From an optimization exercise on the open Yosys and OpenROAD flow, aimed at small area, a short achievable clock period and few clock cycles per item; shortcuts taken in it are not production practice.
Only simulation tests tie the RTL to the original design; equivalence was not proved.

### design.v
`timescale 1ns / 1ps
package ssa_pkg;
  localparam int SAMPLE_W   = 16;
  localparam int RESULT_W   = 16;
  localparam int CFG_ADDR_W = 3;
  localparam int CFG_DATA_W = 32;
  localparam logic REG_IDX_MODE = 1'b0;
  localparam int DEN_W      = 31;
  localparam int DIV_STEPS  = 15;
endpackage
`timescale 1ns / 1ps
module ssa_cfg (
  input  logic                           clk,
  input  logic                           rst_n,
  input  logic                           cfg_psel,
  input  logic                           cfg_penable,
  input  logic                           cfg_pwrite,
  input  logic [ssa_pkg::CFG_ADDR_W-1:0] cfg_paddr,
  input  logic [ssa_pkg::CFG_DATA_W-1:0] cfg_pwdata,
  output logic [ssa_pkg::CFG_DATA_W-1:0] cfg_prdata,
  output logic                           cfg_pready,
  output logic                           mode
);
  logic mode_r;
  logic mode_nxt;
  logic wr_en;
  logic reg_idx;
  assign cfg_pready = 1'b1;
  assign reg_idx    = cfg_paddr[2];
  assign wr_en      = cfg_psel && cfg_penable && cfg_pwrite && cfg_pready;
  always_comb begin
    mode_nxt = mode_r;
    if (wr_en && (reg_idx == ssa_pkg::REG_IDX_MODE)) begin
      mode_nxt = cfg_pwdata[0];
    end
  end
  always_ff @(posedge clk) begin
    if (!rst_n) begin
      mode_r <= 1'b0;
    end else begin
      mode_r <= mode_nxt;
    end
  end
  logic rd_bit;
  always_ff @(posedge clk) begin
    rd_bit <= rst_n && mode_nxt && (reg_idx == ssa_pkg::REG_IDX_MODE);
  end
  assign cfg_prdata = {{(ssa_pkg::CFG_DATA_W-1){1'b0}}, rd_bit};
  assign mode = mode_r;
endmodule
`timescale 1ns / 1ps
module ssa_front (
  input  logic                         clk,
  input  logic                         rst_n,
  input  logic                         adv,
  input  logic                         in_vld,
  input  logic [ssa_pkg::SAMPLE_W-1:0] sample,
  input  logic                         mode,
  output logic                         vld_o,
  output logic                         neg_o,
  output logic                         sub_o,
  output logic                         add_o,
  output logic                         q_o,
  output logic [18:0]                  rem_o,
  output logic [ssa_pkg::DEN_W-1:0]    den_o
);
  logic        v1, mode1, neg1;
  logic [15:0] m1, d1;
  assign m1 = sample[15] ? 16'(-sample) : sample;
  always_ff @(posedge clk) begin
    if (!rst_n) begin
      v1 <= 1'b0;
    end else if (adv) begin
      v1 <= in_vld;
    end
  end
  always_ff @(posedge clk) begin
    if (adv) begin
      mode1 <= mode;
      neg1  <= sample[15];
      d1    <= {m1[15:8] + 8'd1, m1[7:0]};
    end
  end
  logic        v2, mode2, neg2, act0, act1;
  logic [31:0] sq_s, sq_c;
  logic [30:0] ps, pc;
  ssa_sq u_sq (
    .d  (d1),
    .ps (sq_s),
    .pc (sq_c)
  );
  always_ff @(posedge clk) begin
    if (!rst_n) begin
      v2 <= 1'b0;
    end else if (adv) begin
      v2 <= v1;
    end
  end
  always_ff @(posedge clk) begin
    if (adv) begin
      mode2 <= mode1;
      neg2  <= neg1;
      act0  <= d1 < 16'd512;
      act1  <= !mode1 || (d1 <= 16'd724);
      ps    <= mode1 ? sq_s[30:0] : {15'd0, d1};
      pc    <= mode1 ? sq_c[30:0] : 31'd0;
    end
  end
  logic [18:0] r1;
  always_comb begin
    if (!mode2) begin
      r1 = {3'b000, ps[15:0]} - 19'd512;
    end else if (act0) begin
      r1 = 19'h2_0000 - ps[18:0] - pc[18:0];
    end else begin
      r1 = 19'h2_0000;
    end
  end
  always_ff @(posedge clk) begin
    if (!rst_n) begin
      vld_o <= 1'b0;
    end else if (adv) begin
      vld_o <= v2;
    end
  end
  always_ff @(posedge clk) begin
    if (adv) begin
      neg_o  <= neg2 & ~mode2;
      sub_o  <= act1 & ~r1[18];
      add_o  <= act1 & r1[18];
      den_o  <= ps + pc;
      rem_o  <= r1;
      q_o    <= ~r1[18] & (act0 | ~mode2);
    end
  end
endmodule
module ssa_sq (
  input  logic [15:0] d,
  output logic [31:0] ps,
  output logic [31:0] pc
);
  logic c2, c4, c6, c8, c10, c12, c14, c16, c18, c20, c22, c24;
  logic c26, c28, c30, c32, c34, c36, c38, c40, c42, c44, c46, c48;
  logic c50, c52, c54, c56, c58, c60, c62, c64, c66, c68, c70, c72;
  logic c74, c76, c78, c80, c82, c84, c86, c88, c90, c92, c94, c96;
  logic c98, c100, c102, c104, c106, c108, c110, c112, c114, c116, c118, c120;
  logic c122, c124, c126, c128, c130, c132, c134, c136, c138, c140, c142, c144;
  logic c146, c148, c150, c152, c154, c156, c158, c160, c162, c164, c166, c168;
  logic c170, c172, c174, c176, c178, c180, c182, s1, s3, s5, s7, s9;
  logic s11, s13, s15, s17, s19, s21, s23, s25, s27, s29, s31, s33;
  logic s35, s37, s39, s41, s43, s45, s47, s49, s51, s53, s55, s57;
  logic s59, s61, s63, s65, s67, s69, s71, s73, s75, s77, s79, s81;
  logic s83, s85, s87, s89, s91, s93, s95, s97, s99, s101, s103, s105;
  logic s107, s109, s111, s113, s115, s117, s119, s121, s123, s125, s127, s129;
  logic s131, s133, s135, s137, s139, s141, s143, s145, s147, s149, s151, s153;
  logic s155, s157, s159, s161, s163, s165, s167, s169, s171, s173, s175, s177;
  logic s179, s181;
  assign s1 = (d[0] & d[11]) ^ (d[1] & d[10]);
  assign c2 = (d[0] & d[11]) & (d[1] & d[10]);
  assign s3 = (d[0] & d[12]) ^ (d[1] & d[11]);
  assign c4 = (d[0] & d[12]) & (d[1] & d[11]);
  assign s5 = (d[0] & d[13]) ^ (d[1] & d[12]) ^ (d[2] & d[11]);
  assign c6 = ((d[0] & d[13]) & (d[1] & d[12])) | ((d[0] & d[13]) & (d[2] & d[11])) | ((d[1] & d[12]) & (d[2] & d[11]));
  assign s7 = (d[3] & d[10]) ^ (d[4] & d[9]);
  assign c8 = (d[3] & d[10]) & (d[4] & d[9]);
  assign s9 = (d[0] & d[14]) ^ (d[1] & d[13]) ^ (d[2] & d[12]);
  assign c10 = ((d[0] & d[14]) & (d[1] & d[13])) | ((d[0] & d[14]) & (d[2] & d[12])) | ((d[1] & d[13]) & (d[2] & d[12]));
  assign s11 = (d[3] & d[11]) ^ (d[4] & d[10]);
  assign c12 = (d[3] & d[11]) & (d[4] & d[10]);
  assign s13 = (d[0] & d[15]) ^ (d[1] & d[14]) ^ (d[2] & d[13]);
  assign c14 = ((d[0] & d[15]) & (d[1] & d[14])) | ((d[0] & d[15]) & (d[2] & d[13])) | ((d[1] & d[14]) & (d[2] & d[13]));
  assign s15 = (d[3] & d[12]) ^ (d[4] & d[11]) ^ (d[5] & d[10]);
  assign c16 = ((d[3] & d[12]) & (d[4] & d[11])) | ((d[3] & d[12]) & (d[5] & d[10])) | ((d[4] & d[11]) & (d[5] & d[10]));
  assign s17 = (d[6] & d[9]) ^ (d[7] & d[8]);
  assign c18 = (d[6] & d[9]) & (d[7] & d[8]);
  assign s19 = (d[1] & d[15]) ^ (d[2] & d[14]) ^ (d[3] & d[13]);
  assign c20 = ((d[1] & d[15]) & (d[2] & d[14])) | ((d[1] & d[15]) & (d[3] & d[13])) | ((d[2] & d[14]) & (d[3] & d[13]));
  assign s21 = (d[4] & d[12]) ^ (d[5] & d[11]) ^ (d[6] & d[10]);
  assign c22 = ((d[4] & d[12]) & (d[5] & d[11])) | ((d[4] & d[12]) & (d[6] & d[10])) | ((d[5] & d[11]) & (d[6] & d[10]));
  assign s23 = (d[2] & d[15]) ^ (d[3] & d[14]) ^ (d[4] & d[13]);
  assign c24 = ((d[2] & d[15]) & (d[3] & d[14])) | ((d[2] & d[15]) & (d[4] & d[13])) | ((d[3] & d[14]) & (d[4] & d[13]));
  assign s25 = (d[5] & d[12]) ^ (d[6] & d[11]) ^ (d[7] & d[10]);
  assign c26 = ((d[5] & d[12]) & (d[6] & d[11])) | ((d[5] & d[12]) & (d[7] & d[10])) | ((d[6] & d[11]) & (d[7] & d[10]));
  assign s27 = (d[3] & d[15]) ^ (d[4] & d[14]) ^ (d[5] & d[13]);
  assign c28 = ((d[3] & d[15]) & (d[4] & d[14])) | ((d[3] & d[15]) & (d[5] & d[13])) | ((d[4] & d[14]) & (d[5] & d[13]));
  assign s29 = (d[4] & d[15]) ^ (d[5] & d[14]) ^ (d[6] & d[13]);
  assign c30 = ((d[4] & d[15]) & (d[5] & d[14])) | ((d[4] & d[15]) & (d[6] & d[13])) | ((d[5] & d[14]) & (d[6] & d[13]));
  assign s31 = (d[0] & d[7]) ^ (d[1] & d[6]);
  assign c32 = (d[0] & d[7]) & (d[1] & d[6]);
  assign s33 = (d[0] & d[8]) ^ (d[1] & d[7]);
  assign c34 = (d[0] & d[8]) & (d[1] & d[7]);
  assign s35 = (d[0] & d[9]) ^ (d[1] & d[8]) ^ (d[2] & d[7]);
  assign c36 = ((d[0] & d[9]) & (d[1] & d[8])) | ((d[0] & d[9]) & (d[2] & d[7])) | ((d[1] & d[8]) & (d[2] & d[7]));
  assign s37 = (d[3] & d[6]) ^ (d[4] & d[5]);
  assign c38 = (d[3] & d[6]) & (d[4] & d[5]);
  assign s39 = (d[0] & d[10]) ^ (d[1] & d[9]) ^ (d[2] & d[8]);
  assign c40 = ((d[0] & d[10]) & (d[1] & d[9])) | ((d[0] & d[10]) & (d[2] & d[8])) | ((d[1] & d[9]) & (d[2] & d[8]));
  assign s41 = (d[3] & d[7]) ^ (d[4] & d[6]);
  assign c42 = (d[3] & d[7]) & (d[4] & d[6]);
  assign s43 = s1 ^ (d[2] & d[9]) ^ (d[3] & d[8]);
  assign c44 = (s1 & (d[2] & d[9])) | (s1 & (d[3] & d[8])) | ((d[2] & d[9]) & (d[3] & d[8]));
  assign s45 = (d[4] & d[7]) ^ (d[5] & d[6]) ^ d[6];
  assign c46 = ((d[4] & d[7]) & (d[5] & d[6])) | ((d[4] & d[7]) & d[6]) | ((d[5] & d[6]) & d[6]);
  assign s47 = c2 ^ s3 ^ (d[2] & d[10]);
  assign c48 = (c2 & s3) | (c2 & (d[2] & d[10])) | (s3 & (d[2] & d[10]));
  assign s49 = (d[3] & d[9]) ^ (d[4] & d[8]) ^ (d[5] & d[7]);
  assign c50 = ((d[3] & d[9]) & (d[4] & d[8])) | ((d[3] & d[9]) & (d[5] & d[7])) | ((d[4] & d[8]) & (d[5] & d[7]));
  assign s51 = c4 ^ s5 ^ s7;
  assign c52 = (c4 & s5) | (c4 & s7) | (s5 & s7);
  assign s53 = (d[5] & d[8]) ^ (d[6] & d[7]) ^ d[7];
  assign c54 = ((d[5] & d[8]) & (d[6] & d[7])) | ((d[5] & d[8]) & d[7]) | ((d[6] & d[7]) & d[7]);
  assign s55 = c6 ^ c8 ^ s9;
  assign c56 = (c6 & c8) | (c6 & s9) | (c8 & s9);
  assign s57 = s11 ^ (d[5] & d[9]) ^ (d[6] & d[8]);
  assign c58 = (s11 & (d[5] & d[9])) | (s11 & (d[6] & d[8])) | ((d[5] & d[9]) & (d[6] & d[8]));
  assign s59 = c10 ^ c12 ^ s13;
  assign c60 = (c10 & c12) | (c10 & s13) | (c12 & s13);
  assign s61 = s15 ^ s17 ^ d[8];
  assign c62 = (s15 & s17) | (s15 & d[8]) | (s17 & d[8]);
  assign s63 = c14 ^ c16 ^ c18;
  assign c64 = (c14 & c16) | (c14 & c18) | (c16 & c18);
  assign s65 = s19 ^ s21 ^ (d[7] & d[9]);
  assign c66 = (s19 & s21) | (s19 & (d[7] & d[9])) | (s21 & (d[7] & d[9]));
  assign s67 = c20 ^ c22 ^ s23;
  assign c68 = (c20 & c22) | (c20 & s23) | (c22 & s23);
  assign s69 = s25 ^ (d[8] & d[9]) ^ d[9];
  assign c70 = (s25 & (d[8] & d[9])) | (s25 & d[9]) | ((d[8] & d[9]) & d[9]);
  assign s71 = c24 ^ c26 ^ s27;
  assign c72 = (c24 & c26) | (c24 & s27) | (c26 & s27);
  assign s73 = (d[6] & d[12]) ^ (d[7] & d[11]) ^ (d[8] & d[10]);
  assign c74 = ((d[6] & d[12]) & (d[7] & d[11])) | ((d[6] & d[12]) & (d[8] & d[10])) | ((d[7] & d[11]) & (d[8] & d[10]));
  assign s75 = c28 ^ s29 ^ (d[7] & d[12]);
  assign c76 = (c28 & s29) | (c28 & (d[7] & d[12])) | (s29 & (d[7] & d[12]));
  assign s77 = (d[8] & d[11]) ^ (d[9] & d[10]) ^ d[10];
  assign c78 = ((d[8] & d[11]) & (d[9] & d[10])) | ((d[8] & d[11]) & d[10]) | ((d[9] & d[10]) & d[10]);
  assign s79 = c30 ^ (d[5] & d[15]) ^ (d[6] & d[14]);
  assign c80 = (c30 & (d[5] & d[15])) | (c30 & (d[6] & d[14])) | ((d[5] & d[15]) & (d[6] & d[14]));
  assign s81 = (d[7] & d[13]) ^ (d[8] & d[12]) ^ (d[9] & d[11]);
  assign c82 = ((d[7] & d[13]) & (d[8] & d[12])) | ((d[7] & d[13]) & (d[9] & d[11])) | ((d[8] & d[12]) & (d[9] & d[11]));
  assign s83 = (d[6] & d[15]) ^ (d[7] & d[14]) ^ (d[8] & d[13]);
  assign c84 = ((d[6] & d[15]) & (d[7] & d[14])) | ((d[6] & d[15]) & (d[8] & d[13])) | ((d[7] & d[14]) & (d[8] & d[13]));
  assign s85 = (d[9] & d[12]) ^ (d[10] & d[11]) ^ d[11];
  assign c86 = ((d[9] & d[12]) & (d[10] & d[11])) | ((d[9] & d[12]) & d[11]) | ((d[10] & d[11]) & d[11]);
  assign s87 = (d[7] & d[15]) ^ (d[8] & d[14]) ^ (d[9] & d[13]);
  assign c88 = ((d[7] & d[15]) & (d[8] & d[14])) | ((d[7] & d[15]) & (d[9] & d[13])) | ((d[8] & d[14]) & (d[9] & d[13]));
  assign s89 = (d[8] & d[15]) ^ (d[9] & d[14]) ^ (d[10] & d[13]);
  assign c90 = ((d[8] & d[15]) & (d[9] & d[14])) | ((d[8] & d[15]) & (d[10] & d[13])) | ((d[9] & d[14]) & (d[10] & d[13]));
  assign s91 = (d[0] & d[5]) ^ (d[1] & d[4]);
  assign c92 = (d[0] & d[5]) & (d[1] & d[4]);
  assign s93 = (d[0] & d[6]) ^ (d[1] & d[5]);
  assign c94 = (d[0] & d[6]) & (d[1] & d[5]);
  assign s95 = s31 ^ (d[2] & d[5]) ^ (d[3] & d[4]);
  assign c96 = (s31 & (d[2] & d[5])) | (s31 & (d[3] & d[4])) | ((d[2] & d[5]) & (d[3] & d[4]));
  assign s97 = c32 ^ s33 ^ (d[2] & d[6]);
  assign c98 = (c32 & s33) | (c32 & (d[2] & d[6])) | (s33 & (d[2] & d[6]));
  assign s99 = c34 ^ s35 ^ s37;
  assign c100 = (c34 & s35) | (c34 & s37) | (s35 & s37);
  assign s101 = c36 ^ c38 ^ s39;
  assign c102 = (c36 & c38) | (c36 & s39) | (c38 & s39);
  assign s103 = c40 ^ c42 ^ s43;
  assign c104 = (c40 & c42) | (c40 & s43) | (c42 & s43);
  assign s105 = c44 ^ c46 ^ s47;
  assign c106 = (c44 & c46) | (c44 & s47) | (c46 & s47);
  assign s107 = c48 ^ c50 ^ s51;
  assign c108 = (c48 & c50) | (c48 & s51) | (c50 & s51);
  assign s109 = c52 ^ c54 ^ s55;
  assign c110 = (c52 & c54) | (c52 & s55) | (c54 & s55);
  assign s111 = c56 ^ c58 ^ s59;
  assign c112 = (c56 & c58) | (c56 & s59) | (c58 & s59);
  assign s113 = c60 ^ c62 ^ s63;
  assign c114 = (c60 & c62) | (c60 & s63) | (c62 & s63);
  assign s115 = c64 ^ c66 ^ s67;
  assign c116 = (c64 & c66) | (c64 & s67) | (c66 & s67);
  assign s117 = c68 ^ c70 ^ s71;
  assign c118 = (c68 & c70) | (c68 & s71) | (c70 & s71);
  assign s119 = c72 ^ c74 ^ s75;
  assign c120 = (c72 & c74) | (c72 & s75) | (c74 & s75);
  assign s121 = c76 ^ c78 ^ s79;
  assign c122 = (c76 & c78) | (c76 & s79) | (c78 & s79);
  assign s123 = c80 ^ c82 ^ s83;
  assign c124 = (c80 & c82) | (c80 & s83) | (c82 & s83);
  assign s125 = c84 ^ c86 ^ s87;
  assign c126 = (c84 & c86) | (c84 & s87) | (c86 & s87);
  assign s127 = c88 ^ s89 ^ (d[11] & d[12]);
  assign c128 = (c88 & s89) | (c88 & (d[11] & d[12])) | (s89 & (d[11] & d[12]));
  assign s129 = c90 ^ (d[9] & d[15]) ^ (d[10] & d[14]);
  assign c130 = (c90 & (d[9] & d[15])) | (c90 & (d[10] & d[14])) | ((d[9] & d[15]) & (d[10] & d[14]));
  assign s131 = (d[10] & d[15]) ^ (d[11] & d[14]) ^ (d[12] & d[13]);
  assign c132 = ((d[10] & d[15]) & (d[11] & d[14])) | ((d[10] & d[15]) & (d[12] & d[13])) | ((d[11] & d[14]) & (d[12] & d[13]));
  assign s133 = (d[0] & d[3]) ^ (d[1] & d[2]);
  assign c134 = (d[0] & d[3]) & (d[1] & d[2]);
  assign s135 = (d[0] & d[4]) ^ (d[1] & d[3]);
  assign c136 = (d[0] & d[4]) & (d[1] & d[3]);
  assign s137 = s91 ^ (d[2] & d[3]) ^ d[3];
  assign c138 = (s91 & (d[2] & d[3])) | (s91 & d[3]) | ((d[2] & d[3]) & d[3]);
  assign s139 = c92 ^ s93 ^ (d[2] & d[4]);
  assign c140 = (c92 & s93) | (c92 & (d[2] & d[4])) | (s93 & (d[2] & d[4]));
  assign s141 = c94 ^ s95 ^ d[4];
  assign c142 = (c94 & s95) | (c94 & d[4]) | (s95 & d[4]);
  assign s143 = c96 ^ s97 ^ (d[3] & d[5]);
  assign c144 = (c96 & s97) | (c96 & (d[3] & d[5])) | (s97 & (d[3] & d[5]));
  assign s145 = c98 ^ s99 ^ d[5];
  assign c146 = (c98 & s99) | (c98 & d[5]) | (s99 & d[5]);
  assign s147 = c100 ^ s101 ^ s41;
  assign c148 = (c100 & s101) | (c100 & s41) | (s101 & s41);
  assign s149 = c102 ^ s103 ^ s45;
  assign c150 = (c102 & s103) | (c102 & s45) | (s103 & s45);
  assign s151 = c104 ^ s105 ^ s49;
  assign c152 = (c104 & s105) | (c104 & s49) | (s105 & s49);
  assign s153 = c106 ^ s107 ^ s53;
  assign c154 = (c106 & s107) | (c106 & s53) | (s107 & s53);
  assign s155 = c108 ^ s109 ^ s57;
  assign c156 = (c108 & s109) | (c108 & s57) | (s109 & s57);
  assign s157 = c110 ^ s111 ^ s61;
  assign c158 = (c110 & s111) | (c110 & s61) | (s111 & s61);
  assign s159 = c112 ^ s113 ^ s65;
  assign c160 = (c112 & s113) | (c112 & s65) | (s113 & s65);
  assign s161 = c114 ^ s115 ^ s69;
  assign c162 = (c114 & s115) | (c114 & s69) | (s115 & s69);
  assign s163 = c116 ^ s117 ^ s73;
  assign c164 = (c116 & s117) | (c116 & s73) | (s117 & s73);
  assign s165 = c118 ^ s119 ^ s77;
  assign c166 = (c118 & s119) | (c118 & s77) | (s119 & s77);
  assign s167 = c120 ^ s121 ^ s81;
  assign c168 = (c120 & s121) | (c120 & s81) | (s121 & s81);
  assign s169 = c122 ^ s123 ^ s85;
  assign c170 = (c122 & s123) | (c122 & s85) | (s123 & s85);
  assign s171 = c124 ^ s125 ^ (d[10] & d[12]);
  assign c172 = (c124 & s125) | (c124 & (d[10] & d[12])) | (s125 & (d[10] & d[12]));
  assign s173 = c126 ^ s127 ^ d[12];
  assign c174 = (c126 & s127) | (c126 & d[12]) | (s127 & d[12]);
  assign s175 = c128 ^ s129 ^ (d[11] & d[13]);
  assign c176 = (c128 & s129) | (c128 & (d[11] & d[13])) | (s129 & (d[11] & d[13]));
  assign s177 = c130 ^ s131 ^ d[13];
  assign c178 = (c130 & s131) | (c130 & d[13]) | (s131 & d[13]);
  assign s179 = c132 ^ (d[11] & d[15]) ^ (d[12] & d[14]);
  assign c180 = (c132 & (d[11] & d[15])) | (c132 & (d[12] & d[14])) | ((d[11] & d[15]) & (d[12] & d[14]));
  assign s181 = (d[12] & d[15]) ^ (d[13] & d[14]) ^ d[14];
  assign c182 = ((d[12] & d[15]) & (d[13] & d[14])) | ((d[12] & d[15]) & d[14]) | ((d[13] & d[14]) & d[14]);
  assign ps[0] = d[0];
  assign pc[0] = 1'b0;
  assign ps[1] = 1'b0;
  assign pc[1] = 1'b0;
  assign ps[2] = (d[0] & d[1]);
  assign pc[2] = d[1];
  assign ps[3] = (d[0] & d[2]);
  assign pc[3] = 1'b0;
  assign ps[4] = s133;
  assign pc[4] = d[2];
  assign ps[5] = c134;
  assign pc[5] = s135;
  assign ps[6] = c136;
  assign pc[6] = s137;
  assign ps[7] = c138;
  assign pc[7] = s139;
  assign ps[8] = c140;
  assign pc[8] = s141;
  assign ps[9] = c142;
  assign pc[9] = s143;
  assign ps[10] = c144;
  assign pc[10] = s145;
  assign ps[11] = c146;
  assign pc[11] = s147;
  assign ps[12] = c148;
  assign pc[12] = s149;
  assign ps[13] = c150;
  assign pc[13] = s151;
  assign ps[14] = c152;
  assign pc[14] = s153;
  assign ps[15] = c154;
  assign pc[15] = s155;
  assign ps[16] = c156;
  assign pc[16] = s157;
  assign ps[17] = c158;
  assign pc[17] = s159;
  assign ps[18] = c160;
  assign pc[18] = s161;
  assign ps[19] = c162;
  assign pc[19] = s163;
  assign ps[20] = c164;
  assign pc[20] = s165;
  assign ps[21] = c166;
  assign pc[21] = s167;
  assign ps[22] = c168;
  assign pc[22] = s169;
  assign ps[23] = c170;
  assign pc[23] = s171;
  assign ps[24] = c172;
  assign pc[24] = s173;
  assign ps[25] = c174;
  assign pc[25] = s175;
  assign ps[26] = c176;
  assign pc[26] = s177;
  assign ps[27] = c178;
  assign pc[27] = s179;
  assign ps[28] = c180;
  assign pc[28] = s181;
  assign ps[29] = c182;
  assign pc[29] = (d[13] & d[15]);
  assign ps[30] = (d[14] & d[15]);
  assign pc[30] = d[15];
  assign ps[31] = 1'b0;
  assign pc[31] = 1'b0;
endmodule
`timescale 1ns / 1ps
module ssa_div_stage #(
  parameter int RW = 19
) (
  input  logic [RW-1:0]             rem_i,
  input  logic [ssa_pkg::DEN_W-1:0] den,
  input  logic                      sub,
  input  logic                      add,
  output logic [RW:0]               rem_o,
  output logic                      q,
  output logic                      sub_o,
  output logic                      add_o
);
  logic [RW:0] op;
  logic        act_o;
  generate
    if (RW >= ssa_pkg::DEN_W) begin : g_full
      assign op = (RW+1)'(den);
    end else begin : g_part
      assign op = {1'b0, den[RW-1:0]};
    end
    if (RW + 1 >= ssa_pkg::DEN_W) begin : g_act_full
      assign act_o = 1'b1;
    end else begin : g_act_part
      assign act_o = ~|den[ssa_pkg::DEN_W-1:RW+1];
    end
  endgenerate
  assign rem_o = {rem_i, 1'b0} + ((sub ? ~op : '0) | (add ? op : '0)) + (RW+1)'(sub);
  assign q     = (sub | add) & ~rem_o[RW];
  assign sub_o = act_o & ~rem_o[RW];
  assign add_o = act_o & rem_o[RW];
endmodule
`timescale 1ns / 1ps
module ssa_back (
  input  logic                         clk,
  input  logic                         rst_n,
  input  logic                         vld_i,
  input  logic                         neg_i,
  input  logic [14:0]                  quo_i,
  output logic                         adv,
  output logic                         out_vld,
  input  logic                         out_rdy,
  output logic [ssa_pkg::RESULT_W-1:0] out_data
);
  logic                         ovld, svld, adv_r;
  logic [ssa_pkg::RESULT_W-1:0] odata, sdata;
  logic [ssa_pkg::RESULT_W-1:0] res;
  logic                         pop, push;
  assign res  = neg_i ? 16'(-{1'b0, quo_i}) : {1'b0, quo_i};
  assign adv  = adv_r;
  assign pop  = ovld && out_rdy;
  assign push = adv && vld_i;
  always_ff @(posedge clk) begin
    if (!rst_n) begin
      ovld  <= 1'b0;
      svld  <= 1'b0;
      adv_r <= 1'b1;
    end else begin
      if (pop) begin
        ovld  <= svld || push;
        svld  <= 1'b0;
        adv_r <= 1'b1;
      end else if (push) begin
        ovld  <= 1'b1;
        svld  <= ovld;
        adv_r <= !ovld;
      end
    end
  end
  always_ff @(posedge clk) begin
    if (pop && svld) begin
      odata <= sdata;
    end else if (push && (pop || !ovld)) begin
      odata <= res;
    end
    if (push && ovld && !pop) begin
      sdata <= res;
    end
  end
  assign out_vld  = ovld;
  assign out_data = odata;
endmodule
`timescale 1ns / 1ps
module softsign_activation_top (
  input  logic                           clk,
  input  logic                           rst_n,
  input  logic                           in_tvalid,
  output logic                           in_tready,
  input  logic [ssa_pkg::SAMPLE_W-1:0]   in_tdata,
  output logic                           out_tvalid,
  input  logic                           out_tready,
  output logic [ssa_pkg::RESULT_W-1:0]   out_tdata,
  input  logic                           cfg_psel,
  input  logic                           cfg_penable,
  input  logic                           cfg_pwrite,
  input  logic [ssa_pkg::CFG_ADDR_W-1:0] cfg_paddr,
  input  logic [ssa_pkg::CFG_DATA_W-1:0] cfg_pwdata,
  output logic [ssa_pkg::CFG_DATA_W-1:0] cfg_prdata,
  output logic                           cfg_pready
);
  localparam int STEPS_PER_REG = 1;
  localparam int NS  = ssa_pkg::DIV_STEPS;
  localparam int DW  = ssa_pkg::DEN_W;
  function automatic integer roff(input integer j);
    roff = 18 * j + (j * (j - 1)) / 2;
  endfunction
  function automatic integer qoff(input integer j);
    qoff = (j * (j - 1)) / 2;
  endfunction
  logic mode;
  logic adv;
  logic [NS:0]              vld_c, neg_c, sub_c, add_c;
  logic [roff(NS+1)-1:0]    rem_c;
  logic [(NS+1)*DW-1:0]     den_c;
  logic [qoff(NS+1)-1:0]    quo_c;
  assign in_tready = adv;
  ssa_cfg u_cfg (
    .clk         (clk),
    .rst_n       (rst_n),
    .cfg_psel    (cfg_psel),
    .cfg_penable (cfg_penable),
    .cfg_pwrite  (cfg_pwrite),
    .cfg_paddr   (cfg_paddr),
    .cfg_pwdata  (cfg_pwdata),
    .cfg_prdata  (cfg_prdata),
    .cfg_pready  (cfg_pready),
    .mode        (mode)
  );
  ssa_front u_front (
    .clk    (clk),
    .rst_n  (rst_n),
    .adv    (adv),
    .in_vld (in_tvalid),
    .sample (in_tdata),
    .mode   (mode),
    .vld_o  (vld_c[1]),
    .neg_o  (neg_c[1]),
    .sub_o  (sub_c[1]),
    .add_o  (add_c[1]),
    .q_o    (quo_c[qoff(1)]),
    .rem_o  (rem_c[roff(1) +: 19]),
    .den_o  (den_c[DW +: DW])
  );
  assign vld_c[0] = 1'b0;
  assign neg_c[0] = 1'b0;
  assign sub_c[0] = 1'b0;
  assign add_c[0] = 1'b0;
  assign rem_c[0 +: 18] = '0;
  assign den_c[0 +: DW] = '0;
  for (genvar j = 1; j < NS; j++) begin : g_step
    localparam int RW = 18 + j;
    logic [RW:0]   rem_n;
    logic          qb, sub_n, add_n;
    logic [j:0]    quo_n;
    ssa_div_stage #(.RW(RW)) u_div (
      .rem_i (rem_c[roff(j) +: RW]),
      .den   (den_c[j*DW +: DW]),
      .sub   (sub_c[j]),
      .add   (add_c[j]),
      .rem_o (rem_n),
      .q     (qb),
      .sub_o (sub_n),
      .add_o (add_n)
    );
    assign quo_n = {quo_c[qoff(j) +: j], qb};
    if (((j + 1) % STEPS_PER_REG == 0) || (j == NS - 1)) begin : g_reg
      logic          vld_r, neg_r, sub_r, add_r;
      logic [RW:0]   rem_r;
      logic [DW-1:0] den_r;
      logic [j:0]    quo_r;
      always_ff @(posedge clk) begin
        if (!rst_n) begin
          vld_r <= 1'b0;
        end else if (adv) begin
          vld_r <= vld_c[j];
        end
      end
      always_ff @(posedge clk) begin
        if (adv) begin
          neg_r  <= neg_c[j];
          sub_r  <= sub_n;
          add_r  <= add_n;
          rem_r  <= rem_n;
          den_r  <= den_c[j*DW +: DW];
          quo_r  <= quo_n;
        end
      end
      assign vld_c[j+1]                 = vld_r;
      assign neg_c[j+1]                 = neg_r;
      assign sub_c[j+1]                 = sub_r;
      assign add_c[j+1]                 = add_r;
      assign rem_c[roff(j+1) +: RW + 1] = rem_r;
      assign den_c[(j+1)*DW +: DW]      = den_r;
      assign quo_c[qoff(j+1) +: j + 1]  = quo_r;
    end else begin : g_comb
      assign vld_c[j+1]                 = vld_c[j];
      assign neg_c[j+1]                 = neg_c[j];
      assign sub_c[j+1]                 = sub_n;
      assign add_c[j+1]                 = add_n;
      assign rem_c[roff(j+1) +: RW + 1] = rem_n;
      assign den_c[(j+1)*DW +: DW]      = den_c[j*DW +: DW];
      assign quo_c[qoff(j+1) +: j + 1]  = quo_n;
    end
  end
  ssa_back u_back (
    .clk      (clk),
    .rst_n    (rst_n),
    .vld_i    (vld_c[NS]),
    .neg_i    (neg_c[NS]),
    .quo_i    (quo_c[qoff(NS) +: NS]),
    .adv      (adv),
    .out_vld  (out_tvalid),
    .out_rdy  (out_tready),
    .out_data (out_tdata)
  );
endmodule
### run.sh
#!/bin/bash
# synth_recipe.tcl (not shown) runs the flow's synth.tcl, then flattens the netlist and writes it again
# the make line also repeats each setting of config.mk as NAME=value (left out here)
make -C /OpenROAD-flow-scripts/flow DESIGN_CONFIG=/design/flow/config.mk WORK_HOME=/design/flow/orfs CLKGATE_MAP_FILE= SYNTH_SCRIPT=/design/flow/synth_recipe.tcl finish
### config.mk
export PLATFORM = sky130hd
export DESIGN_NAME = softsign_activation_top
export DESIGN_NICKNAME = softsign_activation_top
export VERILOG_FILES = /design/flow/design.v
export SDC_FILE = /design/flow/constraint.sdc
export NUM_CORES = 4
export LEC_CHECK = 0
export ABC_AREA = 1
export CAP_MARGIN = 20
export CORE_MARGIN = 2
export CORE_UTILIZATION = 40
export SETUP_SLACK_MARGIN = 3.5
export SLEW_MARGIN = 20
### constraint.sdc
create_clock -name core_clock -period 6.5 [get_ports {clk}]
set_input_delay 1.3000 -clock core_clock [delete_from_list [all_inputs] [get_ports {clk}]]
set_output_delay 1.3000 -clock core_clock [all_outputs]
set_load 0.01 [all_outputs]
==> impl_metrics.json, run 1 <==
{
  "place.gp.congestion": 0.919,
  "async_reset_ff_frac": 0,
  "postSynthCellCount": 6530,
  "critPathLaunchType": "register",
  "setup_viol": 0,
  "first_iter_violations": 3539,
  "synth_top_cell_by_area": "edfxtp_1",
  "cts_tree": "yes",
  "first_global_vias": 44200,
  "worstSkewPairLatency_ps": 760,
  "wl_per_cell_um": 18.0,
  "worstHoldStart": "g_step[13].g_reg.quo_r[13]",
  "period_minus_slack_ps": 3170,
  "synth_top_area_frac": 0.507,
  "wl_um": 160000,
  "die_area_mm2": 0.161,
  "fillers": 14800,
  "via_per_inst": 5.15,
  "hpwl_um": 119000,
  "diodes": 0,
  "hold_path_class": "reg2reg",
  "die_x_um": 401,
  "synth_area_leaders": "edfxtp_1 (51%), nand2_1 (9.1%), ha_1 (8.8%)",
  "synthFlopType": "edfxtp_1",
  "whs_ps": 401,
  "cp_data_arrival_time_ps": 3670,
  "drtAntennaViolNets": 0,
  "syn_area_mm2": 0.0631,
  "cpPeakStageDelay_ps": 560,
  "r2r_start": "u_front.d1[3]",
  "rsz0062_at_grt": "yes",
  "die_h_um": 401,
  "cap_violations": 0,
  "initial_core_util": 0.403,
  "areaGrowthSynthToFinish_pct": 13.7,
  "grt.overflow.total": 0,
  "grt_max_degree": 192,
  "pin_count": 109,
  "antenna_found_initial": 2,
  "slew_violations": 0,
  "finalCritPeriodShare": 0.487,
  "use_met3": 0.0231,
  "worstPathCellList": "nand2_1 > inv_2 > fa_2 > inv_2 > fa_2 > fa_1 > inv_2 > fa_2 > nand2_1 > inv_1",
  "slowest_stage": "edfxtp_1",
  "hold_viol_final": 0,
  "rows": 145,
  "cp.required_ps": 7000,
  "gr-usage-met1": 0.259,
  "crit_path_max_fanout": 5,
  "worstSetupPathType": "reg2reg",
  "relSlewSlack": 0.364,
  "vias": 45900,
  "end_kind": "register",
  "cp_top_family": "adder cells",
  "synthDistinctLibCells": 63,
  "dp_cells": 8530,
  "layout_common_cells": "nand2_1 (1516), edfxtp_1 (1065), inv_1 (553), o21ai_0 (544), nor2_1 (493)",
  "worst_pin_slew_ps": 953,
  "core_mm2": 0.156,
  "root_buffer": "clkbuf_16",
  "fin_skew_ps": 59.5,
  "status": "complete, no violations",
  "nets": 7334,
  "h-tree-depth": 3,
  "remaining_drc_errors": 0,
  "fmax_mhz": 316,
  "yosys_warnings": 4,
  "cts_made_buffers": 118,
  "io_buffers": 43,
  "hold_buffers": 0,
  "crit_start": "u_front.d1[3]",
  "met2_usage": 0.337,
  "final_common_cell": "nand2_1",
  "clk_path_buf_depth": 3,
  "cts_sinks": 1087,
  "drtPass1Iterations": 5,
  "track_usage": 0.196,
  "clk_pin_slew_worst_paths_ps": 70,
  "synth_seq_area_share": 0.514,
  "synth.avg_cell_area_um2": 9.66,
  "critPathBufInv": 4,
  "top_usage_layer": "met2",
  "drive_gt1_frac": 0.0885,
  "grt_pass1_wl_um": 250000,
  "synth-edff-count": 1065,
  "final_cells": 8909,
  "synth-seq-cells": 1087
}
per-stage QoR:
stage	setup slack, ps	area, um2	util	setup TNS (ps)
2_1_floorplan	-1950	63300	-	-1466600
3_3_place_gp	3020	65700	0.420	0
3_5_place_dp	2970	65700	0.420	0
4_1_cts	3360	70800	0.453	0
5_1_grt	3280	71700	0.459	0
6_report	3330	71700	0.459	0
layout make-up:
cell class              instances  area (um2)  share of cell area
clock buffers                 134        3030              0.0423
clock inverters                88        1040              0.0144
well taps                    2058        2570              0.0359
inverters                     612        2350              0.0328
repair buffers                205        2000              0.0278
multi-input cells            4711       28200               0.393
flip-flops and latches       1087       32400               0.452
repair inverters               14         103             0.00143
cells in the mapped netlist, drive strengths merged (4+ instances only):
library cell and count:
o22ai 5, a21boi 15, a211oi 16, clkbuf 103, edfxtp 1065, a21o 54
xnor2 93, ha 443, nor3 86, o21bai 35, nand3b 16, fa 84
a31oi 22, nand3 245, xor2 246, o21a 17, o211ai 15, nand2 1541
inv 609, nand4 72, dfxtp 22, or2 5, nor4 33, buf 47
and2 4, nor2b 4, o21ai 650, a21oi 449, nor2 514
layer usage:
layer,up-vias,routed length [um]
met5,-,0
met4,0,4120
met3,221,6610
met2,921,77900
met1,21800,71800
li1,23000,-
state kept, by name, summed over array words and instances (netlist names), 14 cells and up:
register,count
g_step.g_reg.den_r,403
g_step.g_reg.neg_r,14
g_step.g_reg.quo_r,119
g_step.g_reg.rem_r,336
g_step.g_reg.vld_r,14
u_back.odata,16
u_back.sdata,16
u_front.d1,16
u_front.den_o,31
u_front.pc,28
u_front.ps,31
u_front.rem_o,19
worst paths after layout:
check	endpoint	slack, ps	cells after the start
setup / recovery	u_front.pc[19]	3330	10
hold / removal	g_step[14].g_reg.quo_r[14]	400	0
setup reg to reg	u_front.pc[19]	3330	10
hold reg to reg	g_step[14].g_reg.quo_r[14]	400	0
logic make-up after synthesis:
family,synth area share
AND/OR/NAND/NOR,0.165
AO/OA/AOI/OAI,0.111
flip-flops,0.514
buffers and inverters,0.0474
adder cells (fa/ha/maj),0.115
XOR/XNOR,0.0480
other,0.000119
repair_timing:
| action | 4_1_cts | 5_1_grt |
|---|---|---|
| endpoints found under the setup margin | 228 | 153 |
| buffers inserted | 93 | 49 |
| pin swaps | 17 | 38 |
| resized for setup | 67 | 156 |
| gates cloned | 13 | 1 |
Testbench counts, summed over its fixed seeds: cycles 16,288, items 16,000.
==> run 2, diff against run 1 <==
--- a/config.mk
+++ b/config.mk
@@ -9,5 +9,5 @@
 export CAP_MARGIN = 20
 export CORE_MARGIN = 2
 export CORE_UTILIZATION = 40
-export SETUP_SLACK_MARGIN = 3.5
+export SETUP_SLACK_MARGIN = 3.25
 export SLEW_MARGIN = 20
==> run 2 against run 1 <==
Still clean. Count of clock-buffer cells in the layout increased by 14. Worst hold slack improved by 9.5 ps. Cell area shrank 1.5%. Core utilization decreased by 0.71 points. Critical path type unchanged. Critical endpoint unchanged.
==> impl_metrics.json, run 2 <==
{
  "crit_path_max_fanout": 8,
  "yosys-top-cells-count": "nand2_1 (1531), edfxtp_1 (1065), inv_1 (592)",
  "worstSkewPairLatency_ps": 770,
  "first_iter_violations": 3326,
  "syn_area_mm2": 0.0631,
  "pin_count": 109,
  "reg2reg_slack_ps": 3350,
  "hold_path_class": "reg2reg",
  "finalCritPeriodShare": 0.484,
  "finalCoreUtilization": 0.452,
  "relSlewSlack": 0.316,
  "rsz0062_at_grt": "no",
  "largest_register_ffs": 403,
  "cp_num_cells": 10,
  "synthDistinctLibCells": 63,
  "cp_top_family": "adder cells",
  "cts_made_buffers": 117,
  "critPathBufInv": 4,
  "io_buffers": 43,
  "fin_skew_ps": 67.2,
  "first_global_vias": 44100,
  "initial_core_util": 0.403,
  "slew_violations": 0,
  "die_area_mm2": 0.161,
  "worst_pin_slew_ps": 1030,
  "wl_um": 162000,
  "wl_per_cell_um": 18.3,
  "vias": 45600,
  "r2r_start": "u_front.d1[13]",
  "nets": 7272,
  "yosys.cell_count.top_type": "nand2_1",
  "drtAntennaViolNets": 0,
  "reg_top3": "g_step.g_reg.den_r: 403 flops, g_step.g_reg.rem_r: 336 flops, g_step.g_reg.quo_r: 119 flops",
  "cpPeakStageDelay_ps": 560,
  "drtPass1Iterations": 6,
  "cp.required_ps": 7010,
  "diodes": 0,
  "clk_pin_slew_worst_paths_ps": 60,
  "crit_top_cell": "inv_1",
  "via_per_inst": 5.16,
  "synth-seq-cells": 1087,
  "worstHoldStart": "g_step[12].g_reg.quo_r[5]",
  "layout_common_cells": "nand2_1 (1530), edfxtp_1 (1065), inv_1 (577), o21ai_0 (563), nor2_1 (500)",
  "cp_data_arrival_time_ps": 3650,
  "synth_seq_area_share": 0.514,
  "crit_start": "u_front.d1[13]",
  "grt.overflow.total": 0,
  "place.gp.congestion": 0.906,
  "period_minus_slack_ps": 3150,
  "dp_cells": 8533,
  "drive_gt1_frac": 0.0602,
  "hold_buffers": 0,
  "track_usage": 0.196,
  "synth_top_area_frac": 0.507,
  "root_buffer": "clkbuf_16",
  "grt_pass1_wl_um": 248000,
  "remaining_drc_errors": 0,
  "clk_path_buf_depth": 3,
  "critPathLaunchType": "register",
  "hold_viol_final": 0,
  "synth.avg_cell_area_um2": 9.66,
  "areaGrowthSynthToFinish_pct": 12.0,
  "die_h_um": 401,
  "synthFlopType": "edfxtp_1",
  "cts_sinks": 1087,
  "rows": 145,
  "core_mm2": 0.156,
  "slowest_stage": "fa_2",
  "synth-edff-count": 1065,
  "fmax_mhz": 318,
  "final_cells": 8848,
  "setup_viol": 0,
  "antenna_found_initial": 0,
  "worstSetupPathType": "reg2reg",
  "cp-endpoint": "u_front.pc[19]",
  "pre_cts_ws_ps": 3010,
  "synth_area_leaders": "edfxtp_1 (51%), nand2_1 (9.1%), ha_1 (8.8%)",
  "worstReg2RegEnd": "u_front.pc[19]",
  "reg2reg_depth": 10,
  "yosys_warnings": 4,
  "postSynthCellCount": 6530,
  "synth_top_cell_by_area": "edfxtp_1",
  "cap_violations": 0,
  "async_reset_ff_frac": 0,
  "die_x_um": 401,
  "grt_max_degree": 172,
  "fillers": 14900,
  "status": "complete, no violations",
  "end_kind": "register",
  "setup_ws_ps": 3350,
  "setup_tns_ps": 0,
  "largest-register": "g_step.g_reg.den_r",
  "cts_tree": "yes",
  "final_common_cell": "nand2_1",
  "worstPathCellList": "nand2_1 > inv_1 > fa_2 > inv_1 > fa_2 > fa_1 > inv_1 > fa_1 > nand2_1 > inv_1",
  "hpwl_um": 122000,
  "h-tree-depth": 3
}
-- run 2: cell counts after synthesis --
Identical to the previous run, type by type.
-- run 2: worst reg2reg max path, delay by kind of cell, from the launching register on --
family | cells | cell delay (ps)
and+or+nand+nor | 2 | 210
adders and majority gates | 4 | 1920
buffers and inverters | 4 | 240
DFF | 1 | 540
-- run 2: logic make-up after synthesis --
kind of cell             share of synthesized area
AO/OA/AOI/OAI                                0.111
XOR/XNOR                                    0.0480
adder cells (fa/ha/maj)                      0.115
buffers and inverters                       0.0474
flip-flops                                   0.514
other                                     0.000119
AND/OR/NAND/NOR                              0.165
-- run 2: layout make-up --
class                      count  area, um2  area share
sequential                  1087      32400       0.459
clock inverter                74        815      0.0115
clock buffer                 148       3160      0.0447
timing repair inverter        14        100     0.00142
tap                         2058       2570      0.0365
multi-input combinational   4711      27800       0.394
inverter                     612       2350      0.0333
timing repair buffer         144       1380      0.0196
-- run 2: stage by stage --
stage               hold WS, ps  area [um2]
detailed placement          405       65700
floorplan                   400       63200
CTS                         412       70200
finish                      410       70600
global route                421       70600
global placement            400       65700
-- run 2: how the worst min path moves through the flow --
stage               cells past startpoint                         end  slack (ps)
floorplan                               0  g_step[10].g_reg.den_r[28]         400
global placement                        0       g_step[4].g_reg.neg_r         400
detailed placement                      0   g_step[11].g_reg.quo_r[7]         400
CTS                                     0   g_step[12].g_reg.quo_r[3]         410
global route                            0       g_step[1].g_reg.neg_r         420
finish                                  0   g_step[13].g_reg.quo_r[6]         410
-- run 2: layer usage --
layer | vias up | global-route usage | share of wire
met1 | 21600 | 0.261 | 0.45
met4 | 0 | 0.0639 | 0.029
met5 | - | 0 | 0
li1 | 22900 | - | -
met2 | 979 | 0.331 | 0.48
met3 | 227 | 0.0243 | 0.042
-- run 2: repair_timing --
item                                    CTS  global route
buffers inserted                         46            33
endpoints found under the setup margin   97           122
cloned                                    8             6
pin swaps                                 0             8
resized for setup                        14            28
==> run 3, diff against run 2 <==
--- a/config.mk
+++ b/config.mk
@@ -5,7 +5,6 @@
 export SDC_FILE = /design/flow/constraint.sdc
 export NUM_CORES = 4
 export LEC_CHECK = 0
-export ABC_AREA = 1
 export CAP_MARGIN = 20
 export CORE_MARGIN = 2
 export CORE_UTILIZATION = 40
==> run 3 against run 2 <==
First-iteration DRC count shrank 48%. Global-route usage shrank 2.8 points. Critical path type unchanged. Worst setup slack lost 580 ps.
==> impl_metrics.json, run 3 <==
{
  "track_usage": 0.168,
  "layout_common_cells": "edfxtp_1 (1065), buf_4 (334), ha_1 (290), mux2_2 (277), nand2_1 (249)",
  "dp_cells": 6766,
  "drtPass1Iterations": 5,
  "crit_start": "g_step[10].g_reg.sub_r",
  "worstSetupPathType": "reg2reg",
  "setup_tns_ps": 0,
  "cp.required_ps": 6980,
  "die_x_um": 393,
  "final_cells": 7425,
  "rows": 142,
  "critPathLaunchType": "register",
  "fillers": 12600,
  "synth-edff-count": 1065,
  "h-tree-depth": 3,
  "synth.avg_cell_area_um2": 12.6,
  "setup_ws_ps": 2780,
  "synth_seq_area_share": 0.535,
  "worstSkewPairLatency_ps": 720,
  "place.gp.congestion": 0.885,
  "cap_violations": 0,
  "hold_buffers": 0,
  "diodes": 0,
  "core_mm2": 0.150,
  "rsz0062_at_grt": "yes",
  "hpwl_um": 84900,
  "relSlewSlack": 0.318,
  "root_buffer": "clkbuf_16",
  "clk_pin_slew_worst_paths_ps": 60,
  "fin_skew_ps": 24.7,
  "fmax_mhz": 269,
  "clk_path_buf_depth": 3,
  "reg2reg_slack_ps": 2780,
  "worst_pin_slew_ps": 1020,
  "synth_area_leaders": "edfxtp_1 (53%), ha_1 (9.1%), mux2_2 (6.1%)",
  "slowest_stage": "a2111o_1",
  "ff_latch_area_mm2": 0.0324,
  "antenna_found_initial": 0,
  "nets": 5901,
  "drtAntennaViolNets": 0,
  "async_reset_ff_frac": 0,
  "yosys_warnings": 4,
  "whs_ps": 412,
  "synthFlopType": "edfxtp_1",
  "period_minus_slack_ps": 3720,
  "die_area_mm2": 0.155,
  "reg_top3": "g_step.g_reg.den_r: 403 flops, g_step.g_reg.rem_r: 336 flops, g_step.g_reg.quo_r: 119 flops",
  "remaining_drc_errors": 0,
  "first_iter_violations": 1725,
  "initial_core_util": 0.404,
  "finalCoreUtilization": 0.502,
  "status": "complete, no violations",
  "largest_register_ffs": 403,
  "final_common_cell": "edfxtp_1",
  "worstPathCellList": "buf_12 > mux2_4 > ha_4 > fa_2 > a21o_1 > a21oi_2 > o21bai_1 > a2111o_1 > a2111oi_4 > buf_4 > nor3_4 > o41ai_2 > and2b_1 > xnor2_1",
  "setup_viol": 0,
  "cts_tree": "yes",
  "yosys-top-cells-count": "edfxtp_1 (1065), ha_1 (443), mux2_2 (326)",
  "vias": 38900,
  "drive_gt1_frac": 0.284,
  "syn_area_mm2": 0.0606,
  "hold_viol_final": 0,
  "r2r_start": "g_step[10].g_reg.sub_r",
  "wl_um": 137000,
  "grt.overflow.total": 0,
  "synth-seq-cells": 1087,
  "cts_made_buffers": 114,
  "yosys.cell_count.top_type": "edfxtp_1",
  "cp_data_arrival_time_ps": 4200,
  "die_h_um": 393,
  "slew_violations": 0,
  "wl_per_cell_um": 18.4,
  "areaGrowthSynthToFinish_pct": 24.2,
  "end_kind": "register",
  "pin_count": 109,
  "synth_top_area_frac": 0.527,
  "first_global_vias": 39300,
  "largest-register": "g_step.g_reg.den_r",
  "crit_path_max_fanout": 5,
  "io_buffers": 43,
  "multi_input_area_mm2": 0.0309,
  "grt_max_degree": 182,
  "postSynthCellCount": 4831,
  "cts_sinks": 1087,
  "worstReg2RegEnd": "g_step[11].g_reg.rem_r[26]",
  "grt_pass1_wl_um": 209000,
  "finalCritPeriodShare": 0.573,
  "via_per_inst": 5.24,
  "cp-endpoint": "g_step[11].g_reg.rem_r[26]",
  "hold_path_class": "reg2reg",
  "reg2reg_depth": 14,
  "synth_top_cell_by_area": "edfxtp_1",
  "synthDistinctLibCells": 87,
  "cpPeakStageDelay_ps": 490,
  "pre_cts_ws_ps": 1660
}
[run 3: metrics by stage]
stage / instance area (um2)
after floorplan: 60800
after global placement: 63100
after detailed placement: 63100
after CTS: 72100
after global routing: 75400
final: 75400
[run 3: worst max-delay path, delay by kind of cell (launching register included)]
kind | cells | cell delay [ps]
and+or+nand+nor | 2 | 260
xor gates and xnor gates | 1 | 60
adders and majority gates | 2 | 510
DFF | 1 | 420
AOI/OAI and AO/OA | 6 | 1530
buffers and inverters | 2 | 390
muxes | 1 | 280
[run 3: cell families (layout without fill, tap and decap cells)]
kind of cell	Yosys count	count (layout)	share of synthesized area
multiplexers	351	351	0.0647
buffers and inverters	392	940	0.0263
adder cells (fa/ha/maj)	527	527	0.119
XOR/XNOR	380	380	0.0556
other	2	32	0.000124
AO/OA/AOI/OAI	1098	1098	0.118
flip-flops	1087	1087	0.535
AND/OR/NAND/NOR	994	994	0.0821
[run 3: routing by layer]
metal  share of wire  GRT usage
met5               0          0
met4           0.053     0.0794
met3           0.026     0.0233
met2            0.55      0.329
met1            0.37      0.173
[run 3: how the worst min path moves through the flow]
stage / startpoint / to / slack (ps) / cells after the start
4_1_cts: g_step[5].g_reg.quo_r[4] / g_step[6].g_reg.quo_r[5] / 410 / 0
3_3_place_gp: g_step[4].g_reg.quo_r[2] / g_step[5].g_reg.quo_r[3] / 400 / 0
6_report: g_step[9].g_reg.quo_r[5] / g_step[10].g_reg.quo_r[6] / 410 / 0
2_1_floorplan: g_step[9].g_reg.den_r[28] / g_step[10].g_reg.den_r[28] / 400 / 0
3_5_place_dp: g_step[9].g_reg.neg_r / g_step[10].g_reg.neg_r / 400 / 0
5_1_grt: g_step[12].g_reg.quo_r[1] / g_step[13].g_reg.quo_r[2] / 420 / 0
[run 3: cell type report]
class	count	area share
flip-flops and latches	1087	0.430
multi-input cells	3382	0.410
repair buffers	508	0.0649
clock buffers	136	0.0396
well taps	2016	0.0335
inverters	221	0.0112
clock inverters	73	0.0100
repair inverters	2	0.000199
[run 3: what timing repair did]
item	in CTS	in global routing
setup buffers	289	143
gates resized for setup	509	431
setup endpoints to repair	251	166
cloned	11	7
pin swaps	227	301
==> run 4, diff against run 3 <==
--- a/config.mk
+++ b/config.mk
@@ -8,5 +8,7 @@
 export CAP_MARGIN = 20
 export CORE_MARGIN = 2
 export CORE_UTILIZATION = 40
-export SETUP_SLACK_MARGIN = 3.25
+export CTS_BUF_LIST = sky130_fd_sc_hd__clkbuf_4 sky130_fd_sc_hd__clkbuf_8
+export CTS_CLUSTER_SIZE = 30
+export SETUP_SLACK_MARGIN = 3.0
 export SLEW_MARGIN = 20
==> run 4 against run 3 <==
Non-clock buffer count down 196. Cell area down 5.4%. Still clean. Critical path depth unchanged. Global-route usage down 0.48 points. Register-to-register slack better by 30 ps. First-iteration DRC count up 0.35%. Via count down 2.1%.
==> impl_metrics.json, run 4 <==
{
  "reg2reg_slack_ps": 2810,
  "final_common_cell": "edfxtp_1",
  "cp.required_ps": 7130,
  "worst_pin_slew_ps": 961,
  "fin_skew_ps": 53.5,
  "synth-edff-count": 1065,
  "rows": 142,
  "areaGrowthSynthToFinish_pct": 17.5,
  "cp_data_arrival_time_ps": 4320,
  "grt_max_degree": 182,
  "clk_path_buf_depth": 3,
  "hold_path_class": "reg2reg",
  "core_mm2": 0.150,
  "setup_viol": 0,
  "synth_top_area_frac": 0.527,
  "largest_register_ffs": 403,
  "synth-seq-cells": 1087,
  "first_iter_violations": 1731,
  "dp_cells": 6766,
  "h-tree-depth": 4,
  "hold_viol_final": 0,
  "drtPass1Iterations": 5,
  "synthFlopType": "edfxtp_1",
  "rsz0062_at_grt": "yes",
  "die_h_um": 393,
  "yosys.cell_count.top_type": "edfxtp_1",
  "period_minus_slack_ps": 3690,
  "root_buffer": "clkbuf_8",
  "track_usage": 0.163,
  "synth.avg_cell_area_um2": 12.6,
  "wl_per_cell_um": 17.7,
  "io_buffers": 43,
  "cts_tree": "yes",
  "postSynthCellCount": 4831,
  "hold_buffers": 0,
  "finalCritPeriodShare": 0.568,
  "synth_area_leaders": "edfxtp_1 (53%), ha_1 (9.1%), mux2_2 (6.1%)",
  "cts_sinks": 1087,
  "yosys-top-cells-count": "edfxtp_1 (1065), ha_1 (443), mux2_2 (326)",
  "synthDistinctLibCells": 87,
  "cts_made_buffers": 181,
  "synth_seq_area_share": 0.535,
  "relSlewSlack": 0.360,
  "worstSkewPairLatency_ps": 870,
  "yosys_warnings": 4,
  "largest-register": "g_step.g_reg.den_r",
  "drive_gt1_frac": 0.229,
  "slew_violations": 0,
  "worstSetupPathType": "reg2reg",
  "place.gp.congestion": 0.885,
  "syn_area_mm2": 0.0606,
  "post_dp_cell_area_mm2": 0.0631,
  "vias": 38100,
  "cap_violations": 0,
  "wl_um": 130000,
  "critPathLaunchType": "register",
  "end_kind": "register",
  "status": "complete, no violations",
  "grt_pass1_wl_um": 203000,
  "fmax_mhz": 271,
  "initial_core_util": 0.404,
  "crit_path_max_fanout": 8,
  "nets": 5772,
  "clk_pin_slew_worst_paths_ps": 60,
  "synth_top_cell_by_area": "edfxtp_1",
  "layout_common_cells": "edfxtp_1 (1065), ha_1 (359), mux2_2 (303), nand2_1 (256), a21oi_1 (250)",
  "antenna_found_initial": 2,
  "via_per_inst": 5.19,
  "pin_count": 109,
  "async_reset_ff_frac": 0,
  "die_x_um": 393,
  "postLayoutCellArea_mm2": 0.0713,
  "reg_top3": "g_step.g_reg.den_r: 403 flops, g_step.g_reg.rem_r: 336 flops, g_step.g_reg.quo_r: 119 flops",
  "remaining_drc_errors": 0,
  "grt.overflow.total": 0,
  "drtAntennaViolNets": 0,
  "hpwl_um": 84900,
  "first_global_vias": 38900,
  "final_cells": 7353,
  "die_area_mm2": 0.155
}
run 4: cell counts after synthesis:
Identical to the previous run, type by type.
run 4: area by class of cell:
class                           count  area [um2]
Timing Repair inverter              2        15.0
Antenna cell                        2        5.00
Timing Repair Buffer              312        2920
Tap cell                         2016        2520
Clock buffer                      240        2980
Multi-Input combinational cell   3382       28900
Clock inverter                     91         654
Fill cell                       13200       78800
Inverter                          221         841
Sequential cell                  1087       32400
run 4: kinds of logic after synthesis:
group           synth area share
fa+ha+maj                  0.119
simple gates              0.0821
buf+inv                   0.0263
compound gates             0.118
other cells             0.000124
flops                      0.535
mux                       0.0647
xor+xnor                  0.0556
run 4: final timing paths:
check / start / end / cells after the start
min: g_step[11].g_reg.quo_r[3] / g_step[12].g_reg.quo_r[4] / 0
min reg2reg: g_step[11].g_reg.quo_r[3] / g_step[12].g_reg.quo_r[4] / 0
max: g_step[10].g_reg.sub_r / g_step[11].g_reg.rem_r[26] / 14
max reg2reg: g_step[10].g_reg.sub_r / g_step[11].g_reg.rem_r[26] / 14
run 4: critical path, cell delays in order (launching register included):
cell       delay [ps]
edfxtp_1          420
buf_12            170
mux2_4            280
ha_4              170
fa_2              340
a21o_1            180
a21oi_2           150
o21bai_1          100
a2111o_1          510
a2111oi_4         380
buf_6             180
nor3_4             60
o41ai_2           220
and2b_1           190
xnor2_1            60
run 4: per-layer routing:
layer  up-vias  global-route usage  wire [um]
met2       654               0.318      71900
met1     18400               0.166      48300
met5         -                   0          0
met4         0              0.0797       5980
met3       302              0.0274       4180
li1      18700                   -          -
run 4: stage by stage:
| step | setup TNS (ps) | setup slack, ps | hold slack (ps) | utilization |
|---|---|---|---|---|
| finish | 0 | 2810 | 396 | 0.475 |
| global placement | 0 | 1630 | 401 | 0.421 |
| CTS | 0 | 2780 | 395 | 0.462 |
| detailed placement | 0 | 1660 | 405 | 0.421 |
| global route | 0 | 2690 | 407 | 0.475 |
| floorplan | -1489620 | -2310 | 400 | - |
run 4: timing repair:
item,4_1_cts,5_1_grt
endpoints found under the setup margin,199,119
gates resized for setup,216,275
gates cloned,8,2
setup buffers,164,80
hold endpoints to repair,0,0
pin swaps,97,155
==> run 5, diff against run 4 <==
--- a/design.v
+++ b/design.v
@@ -84,6 +84,7 @@
   logic        v2, mode2, neg2, act0, act1;
   logic [31:0] sq_s, sq_c;
   logic [30:0] ps, pc;
+  logic [15:0] d2;
   ssa_sq u_sq (
     .d  (d1),
     .ps (sq_s),
@@ -102,14 +103,15 @@
       neg2  <= neg1;
       act0  <= d1 < 16'd512;
       act1  <= !mode1 || (d1 <= 16'd724);
-      ps    <= mode1 ? sq_s[30:0] : {15'd0, d1};
-      pc    <= mode1 ? sq_c[30:0] : 31'd0;
+      d2    <= d1;
+      ps    <= sq_s[30:0];
+      pc    <= sq_c[30:0];
     end
   end
   logic [18:0] r1;
   always_comb begin
     if (!mode2) begin
-      r1 = {3'b000, ps[15:0]} - 19'd512;
+      r1 = {3'b000, d2} - 19'd512;
     end else if (act0) begin
       r1 = 19'h2_0000 - ps[18:0] - pc[18:0];
     end else begin
@@ -128,7 +130,7 @@
       neg_o  <= neg2 & ~mode2;
       sub_o  <= act1 & ~r1[18];
       add_o  <= act1 & r1[18];
-      den_o  <= ps + pc;
+      den_o  <= mode2 ? ps + pc : {15'd0, d2};
       rem_o  <= r1;
       q_o    <= ~r1[18] & (act0 | ~mode2);
     end
==> config.mk (replaced) <==
export PLATFORM = sky130hd
export DESIGN_NAME = softsign_activation_top
export DESIGN_NICKNAME = softsign_activation_top
export VERILOG_FILES = /design/flow/design.v
export SDC_FILE = /design/flow/constraint.sdc
export NUM_CORES = 4
export LEC_CHECK = 0
export ABC_AREA = 1
export CAP_MARGIN = 20
export CORE_MARGIN = 2
export CORE_UTILIZATION = 40
export SETUP_SLACK_MARGIN = 3.5
export SLEW_MARGIN = 20
==> run 5 against run 4 <==
Area after synthesis up 4.4%. Clock skew down 3.5 ps. Register-to-register slack better by 660 ps. Core utilization down 1.6 points. Maximum frequency up 22%. Sequential share of layout area up 0.099 points.
==> impl_metrics.json, run 5 <==
{
  "cp.required_ps": 6990,
  "wl_um": 165000,
  "rows": 145,
  "largest-register": "g_step.g_reg.den_r",
  "worst_pin_slew_ps": 1040,
  "yosys_warnings": 4,
  "drive_gt1_frac": 0.0784,
  "synth-seq-cells": 1098,
  "nets": 7382,
  "async_reset_ff_frac": 0,
  "setup_viol": 0,
  "end_kind": "register",
  "remaining_drc_errors": 0,
  "period_minus_slack_ps": 3030,
  "cap_violations": 0,
  "postSynthCellCount": 6563,
  "post_dp_cell_area_mm2": 0.0659,
  "cts_tree": "yes",
  "cts_made_buffers": 119,
  "slew_violations": 0,
  "fmax_mhz": 330,
  "clk_path_buf_depth": 3,
  "yosys.cell_count.top_type": "nand2_1",
  "hold_path_class": "reg2reg",
  "pin_count": 109,
  "first_iter_violations": 3425,
  "multi_input_area_mm2": 0.0280,
  "track_usage": 0.201,
  "synth_top_cell_by_area": "edfxtp_1",
  "status": "complete, no violations",
  "root_buffer": "clkbuf_16",
  "finalCoreUtilization": 0.458,
  "drtAntennaViolNets": 0,
  "r2r_start": "u_front.d1[14]",
  "final_common_cell": "nand2_1",
  "fillers": 14900,
  "synthDistinctLibCells": 64,
  "diodes": 0,
  "antenna_found_initial": 3,
  "setup_ws_ps": 3470,
  "place.gp.congestion": 0.896,
  "die_h_um": 402,
  "grt_pass1_wl_um": 255000,
  "synth_seq_area_share": 0.517,
  "synth-edff-count": 1076,
  "setup_tns_ps": 0,
  "hold_viol_final": 0,
  "crit_start": "u_front.d1[14]",
  "hold_buffers": 0,
  "wl_per_cell_um": 18.5,
  "cp-endpoint": "u_front.pc[15]",
  "initial_core_util": 0.404,
  "cts_sinks": 1098,
  "critPathBufInv": 3,
  "core_mm2": 0.157,
  "ff_latch_area_mm2": 0.0328,
  "cp_data_arrival_time_ps": 3520,
  "cp_num_cells": 8,
  "cpPeakStageDelay_ps": 560,
  "slowest_stage": "fa_1",
  "clk_pin_slew_worst_paths_ps": 60,
  "hpwl_um": 123000,
  "yosys-top-cells-count": "nand2_1 (1528), edfxtp_1 (1076), inv_1 (612)",
  "vias": 46100,
  "reg_top3": "g_step.g_reg.den_r: 403 flops, g_step.g_reg.rem_r: 336 flops, g_step.g_reg.quo_r: 119 flops",
  "die_x_um": 402,
  "grt_max_degree": 170,
  "pre_cts_ws_ps": 2990,
  "synth.avg_cell_area_um2": 9.65,
  "worstSkewPairLatency_ps": 750,
  "reg2reg_depth": 8,
  "fin_skew_ps": 50.0,
  "via_per_inst": 5.14,
  "worstSetupPathType": "reg2reg",
  "synthFlopType": "edfxtp_1",
  "cp_top_family": "adder cells",
  "areaGrowthSynthToFinish_pct": 13.5,
  "syn_area_mm2": 0.0633,
  "largest_register_ffs": 403,
  "final_cells": 8961,
  "worstPathCellList": "nand2_1 > inv_1 > fa_1 > inv_1 > fa_2 > fa_1 > inv_2 > fa_1",
  "crit_top_cell": "fa_1",
  "drtPass1Iterations": 6,
  "dp_cells": 8567,
  "relSlewSlack": 0.306,
  "finalCritPeriodShare": 0.466,
  "rsz0062_at_grt": "yes",
  "grt.overflow.total": 0,
  "synth_area_leaders": "edfxtp_1 (51%), nand2_1 (9.1%), ha_1 (8.7%)",
  "hold_depth": 0,
  "synth_top_area_frac": 0.510,
  "layout_common_cells": "nand2_1 (1515), edfxtp_1 (1076), inv_1 (588), o21ai_0 (564), nor2_1 (526)",
  "h-tree-depth": 3,
  "crit_path_max_fanout": 8,
  "first_global_vias": 44600,
  "postLayoutCellArea_mm2": 0.0719,
  "critPathLaunchType": "register",
  "reg2reg_slack_ps": 3470,
  "die_area_mm2": 0.161,
  "io_buffers": 43,
  "worstReg2RegEnd": "u_front.pc[15]"
}
-- run 5: changes by cell type in the layout (fill, tap and decap cells not counted), sizes merged, moves of 67 or more --
cell    delta
a21o     -137
a21oi    +153
and2     -122
buf       -96
clkbuf   -100
inv      +390
mux2     -326
nand2   +1274
nand3    +190
nor2     +334
nor2b     -67
o21ai    +406
xnor2    -174
xor2     +123
-- run 5: worst reg2reg max path: cells and delay by family, from the launching register on --
| kind | cells | cell delay (ps) |
|---|---|---|
| DFF | 1 | 540 |
| buffers and inverters | 3 | 190 |
| adders and majority gates | 4 | 1920 |
| and+or+nand+nor | 1 | 130 |
-- run 5: final cells by class --
class	instances	area share
flip-flops and latches	1098	0.456
well taps	2058	0.0358
repair buffers	214	0.0280
inverters	624	0.0334
clock buffers	139	0.0432
clock inverters	87	0.0128
multi-input cells	4726	0.389
repair inverters	15	0.00153
-- run 5: cell families after synthesis --
| kind of cell | after synthesis | share of synthesized area |
|---|---|---|
| other | 2 | 0.000119 |
| AO/OA/AOI/OAI | 1285 | 0.110 |
| XOR/XNOR | 326 | 0.0455 |
| buffers and inverters | 769 | 0.0476 |
| flip-flops | 1098 | 0.517 |
| adder cells (fa/ha/maj) | 526 | 0.114 |
| AND/OR/NAND/NOR | 2557 | 0.165 |
-- run 5: worst min path at each step --
stage	start	end
4_1_cts	g_step[2].g_reg.quo_r[0]	g_step[3].g_reg.quo_r[1]
2_1_floorplan	g_step[9].g_reg.den_r[28]	g_step[10].g_reg.den_r[28]
3_5_place_dp	g_step[10].g_reg.quo_r[5]	g_step[11].g_reg.quo_r[6]
6_report	g_step[2].g_reg.quo_r[0]	g_step[3].g_reg.quo_r[1]
3_3_place_gp	u_front.neg_o	g_step[1].g_reg.neg_r
5_1_grt	g_step[11].g_reg.quo_r[1]	g_step[12].g_reg.quo_r[2]
-- run 5: layer usage --
metal  routed length [um]  global-route usage
met1                74700               0.273
met2                78000               0.334
met3                 7760              0.0270
met4                 4810              0.0636
met5                   27                   0
-- run 5: stage by stage --
step                hold WS, ps
finish                      386
global route                403
CTS                         381
detailed placement          405
global placement            401
floorplan                   400
-- run 5: repair_timing --
action | in CTS | in global routing
setup buffers | 93 | 60
gates resized for setup | 38 | 128
setup endpoints to repair | 655 | 200
hold endpoints to repair | 0 | 0
cloned | 11 | 4
pin swaps | 2 | 33
Testbench counts of run 5, summed over its fixed seeds: cycles 16,288, items 16,000.

==> what the ideal ports hide <==
How much do the figures lean on ideal ports? The routed layouts below were timed once more, with nothing changed but the port constraints. Step 1 sets driving cells, clkbuf_16 on the clock port and buf_2 on the other inputs (assumed; they add their load-dependent delay and slew). Step 2 times the ports against the registers' clock, not the clock port: input delays grow and output delays shrink by t, the midpoint of the rising clock arrivals with the driver on. a / b / c = no drivers / after step 1 / after step 2; a / b = the first two.
run	t (ns)	slack for setup (ns)	slew at the worst register clock pin (ns)
run 1	0.807	3.334 / 3.334 / 3.015	0.07 / 0.07
run 2	0.808	3.355 / 3.341 / 2.941	0.07 / 0.07
run 3	0.799	2.779 / 2.779 / 2.593	0.07 / 0.07
run 4	0.919	2.810 / 2.810 / 2.368	0.07 / 0.07
run 5	0.801	3.471 / 3.471 / 2.991	0.07 / 0.07
After both steps every run listed still meets setup and hold. For run 5, which loses most, drivers alone change the setup slack by 0.000 ns; drivers and shift together by -0.480 ns.
